Context: an optimization exercise on an open-source flow, tuned for small area, a short achievable clock period and few clock cycles per item. The choices shown serve that exercise and are no tape-out recipe.
At most, simulation tests tie the RTL to the original design; equivalence was not proved.
Power is estimated from default activity; no workload was simulated.

Design alu_unit, start of the top module:
module alu_unit (
  input  logic        clk,
  input  logic        rst,
  input  logic        bus_cyc,
  input  logic        bus_stb,
  input  logic        bus_we,
  input  logic [2:0]  bus_adr,
  input  logic [63:0] bus_wdata,
  output logic        bus_ack,
  output logic [63:0] bus_rdata
);
Size in the first run: roughly 3100 cells after synthesis, roughly 500 flip-flops.
==> flow/config.mk <==
export PLATFORM = sky130hd
export DESIGN_NAME = alu_unit
export DESIGN_NICKNAME = alu_unit
export VERILOG_FILES = /design/flow/design.v
export SDC_FILE = /design/flow/constraint.sdc
export NUM_CORES = 4
export LEC_CHECK = 0
export CAP_MARGIN = 20
export CORE_MARGIN = 2
export CORE_UTILIZATION = 40
export SETUP_SLACK_MARGIN = 1.0
export SLEW_MARGIN = 20
==> flow/constraint.sdc <==
create_clock -name core_clock -period 5.5 [get_ports {clk}]
set_input_delay 1.1000 -clock core_clock [delete_from_list [all_inputs] [get_ports {clk}]]
set_output_delay 1.1000 -clock core_clock [all_outputs]
set_load 0.01 [all_outputs]
run.sh (not shown) runs the stock make flow with config.mk's settings and CLKGATE_MAP_FILE= SYNTH_SCRIPT=/design/flow/synth_recipe.tcl, a recipe that flattens the netlist after the stock synthesis.
Edit:
SETUP_SLACK_MARGIN = 2.0   (was 1.0)
Result: The changed run passed the timing, design-rule and antenna checks. Synthesized area is unchanged. Sequential share of layout area came out lower by 4.1 points. Total power climbs by a few percent. Cell area rises by roughly a tenth. First-iteration DRC count is higher by a little under a tenth.
No functional check of the RTL was part of any run of this note.

---

alu_unit, a different RTL version from the one above (not shown whole).
Size in the first run: roughly 2,500 cells after synthesis, roughly 600 flip-flops, ~140 I/O pins, ~31,000 um2 of cells after synthesis.
export LEC_CHECK = 0
export CAP_MARGIN = 20
export CORE_MARGIN = 2
export CORE_UTILIZATION = 40
export SETUP_SLACK_MARGIN = 2.0
export SLEW_MARGIN = 20
create_clock -name core_clock -period 5.5 [get_ports {clk}]
standard.sh (not shown) runs the stock make flow with config.mk's settings and CLKGATE_MAP_FILE= SYNTH_SCRIPT=/design/flow/synth_recipe.tcl, a recipe that flattens the netlist after the stock synthesis.
==> flow/flow/run.sh <==
#!/bin/bash
# The standard layout, except that the port buffers are buf_4 cells rather
# than the buffer_ports default, so that the resizer can size them.
set -euo pipefail
export BUFFER_PORTS_ARGS="-buffer_cell sky130_fd_sc_hd__buf_4"
bash standard.sh > standard.log 2>&1
Testbench counts at the start, summed over its fixed seeds: cycles 11,245, ops 3,200.
==> next run, changes <==
- CTS_CLUSTER_DIAMETER: unset -> 100
- CTS_CLUSTER_SIZE: unset -> 24
- SETUP_SLACK_MARGIN: 2.0 -> 2.3
Outcome: Worst hold slack improves by 0.023 ns; synthesized cell count stays the same; utilization decreases by 0.67 points; synthesized area does not change; routed wire length went up slightly; die area is unchanged; setup slack loses 0.096 ns; fmax fell by a few percent; clock power drops by well over a third; via count hardly moves.
==> next run, changes <==
- SETUP_SLACK_MARGIN: 2.3 -> 2.0
The new run went through all stages and came out clean; worst hold slack degrades by 0.019 ns; total power came out lower by 0.78%; setup slack improves by 0.047 ns; non-clock buffer count decreases by 41; design area shrinks by 2.2%; count of clock-buffer cells in the layout rose by 1; flip-flop and latch count is unchanged; critical path depth goes down by 1; synthesized area does not change.

---

== build 86 ==
Starting RTL as in the previous note.
==> flow/config.mk <==
export PLATFORM = sky130hd
export DESIGN_NAME = alu_unit
export DESIGN_NICKNAME = alu_unit
export VERILOG_FILES = /design/flow/design.v
export SDC_FILE = /design/flow/constraint.sdc
export NUM_CORES = 4
export LEC_CHECK = 0
export CAP_MARGIN = 20
export CORE_MARGIN = 2
export CORE_UTILIZATION = 40
export CTS_CLUSTER_DIAMETER = 100
export CTS_CLUSTER_SIZE = 24
export SETUP_SLACK_MARGIN = 1.7
export SLEW_MARGIN = 20
==> flow/constraint.sdc <==
create_clock -name core_clock -period 5.5 [get_ports {clk}]
set_input_delay 1.1000 -clock core_clock [delete_from_list [all_inputs] [get_ports {clk}]]
set_output_delay 1.1000 -clock core_clock [all_outputs]
set_load 0.01 [all_outputs]
Scripts as last shown in full above: flow/flow/run.sh
Testbench counts of build 86, summed over its fixed seeds: cycles 11,245, ops 3,200.
Relative to build 86, the following input files were edited for build 32:
- swapping 40 for 55 in CORE_UTILIZATION
- putting PLACE_DENSITY at 0.7 where nothing was set
- swapping 1.7 for 2.0 in SETUP_SLACK_MARGIN
- swapping 100 for 80 in CTS_CLUSTER_DIAMETER
- swapping 24 for 30 in CTS_CLUSTER_SIZE
Findings:
Across both runs, area growth from synthesis to layout was higher for build 32 than for build 86. Build 32 ends up with higher slew at the pin closest to its max-slew limit than build 86 does. Summary of build 32 over build 86: cell area now sits higher, largest net degree at the start of global routing lost about 8%, multi-input gate share of the layout cell area lost 0.24 points, combinational share of power barely changed, clock network area share rose by 0.36 points. Compared with build 86, build 32 improves overall die area. Looking only at number of gates on the worst path with buffers counted, and setting everything else aside, the lower value of build 32 and build 86 goes to build 32.
## Diff of input files: build 96 against build 32
- clearing CTS_CLUSTER_DIAMETER, which used to be 80
- swapping 55 for 40 in CORE_UTILIZATION
- clearing PLACE_DENSITY, which used to be 0.7
- clearing CTS_CLUSTER_SIZE, which used to be 30
==> flow/run.sh (new file) <==
#!/bin/bash
# synth_recipe.tcl (not shown) runs the flow's synth.tcl, then flattens the netlist and writes it again
# the make line also repeats each setting of config.mk as NAME=value (left out here)
make -C /OpenROAD-flow-scripts/flow DESIGN_CONFIG=/design/flow/config.mk WORK_HOME=/design/flow/orfs CLKGATE_MAP_FILE= SYNTH_SCRIPT=/design/flow/synth_recipe.tcl finish
removed: flow/flow/run.sh
removed: flow/standard.sh
==> comparison <==
Build 96 reached the final stage; the timing, design-rule and antenna checks on its layout passed. Relative to build 32, power per standard cell area increased by about 16% in build 96. [build 96] die area rose 22000 sq um relative to build 32. Looking at worst slew margin relative to its limit across build 96 and build 32, the one that comes out lower is build 32. Build 96 against build 32: sequential power was more or less identical, synthesis-stage register bit count was more or less identical, post-route clock skew went up by 0.0052 ns. The part of the total power dissipated in combinational logic in build 96 was lower than what build 32 gave. Going from build 32 to build 96, filler-free cell count of the finished design grows by 397. Looking at reg-to-reg setup timing slack, build 96 sits below build 32. Compared with build 32, in build 96 routed wire length went up by 5.7%; utilization went down by 14 points.

[what the ideal ports hide]
The results above use ideal ports. As a check the final layouts listed here were re-extracted and re-timed, cells and wires unchanged. Step 1 sets driving cells, clkbuf_16 on the clock port and buf_2 on the other inputs (assumed; they add their load-dependent delay and slew). Step 2 moves the port delays by t, midway between the first and last clock arrival at a register: inputs arrive t later, outputs are due t later. That takes back most of the time a late clock gives input paths. a / b / c = ideal ports / drivers / drivers and shift; a / b = the first two.
run	shift t [ns]	slack for setup (ns)	hold WS [ns]	worst register clock-pin slew, ns
the first run of note 1	0.671	1.071 / 1.071 / 1.071	0.466 / 0.466 / 0.466	0.07 / 0.07
the second run of note 1	0.684	1.543 / 1.543 / 1.543	0.477 / 0.477 / 0.477	0.08 / 0.08
the first run of note 2	0.663	1.886 / 1.823 / 1.473	0.424 / 0.424 / 0.424	0.07 / 0.07
the second run of note 2	0.706	1.790 / 1.726 / 1.718	0.447 / 0.447 / 0.447	0.10 / 0.10
the third run of note 2	0.694	1.838 / 1.774 / 1.509	0.428 / 0.428 / 0.428	0.10 / 0.10
build 86	0.680	1.710 / 1.693 / 1.065	0.435 / 0.435 / 0.435	0.10 / 0.10
build 32	0.678	1.893 / 1.831 / 1.816	0.452 / 0.452 / 0.452	0.11 / 0.11
build 96	0.674	1.953 / 1.888 / 1.717	0.431 / 0.431 / 0.431	0.07 / 0.07
After both steps every run listed still meets setup and hold. The setup slack of build 86, which loses most, moves by -0.017 ns with the drivers and by -0.645 ns with both steps.
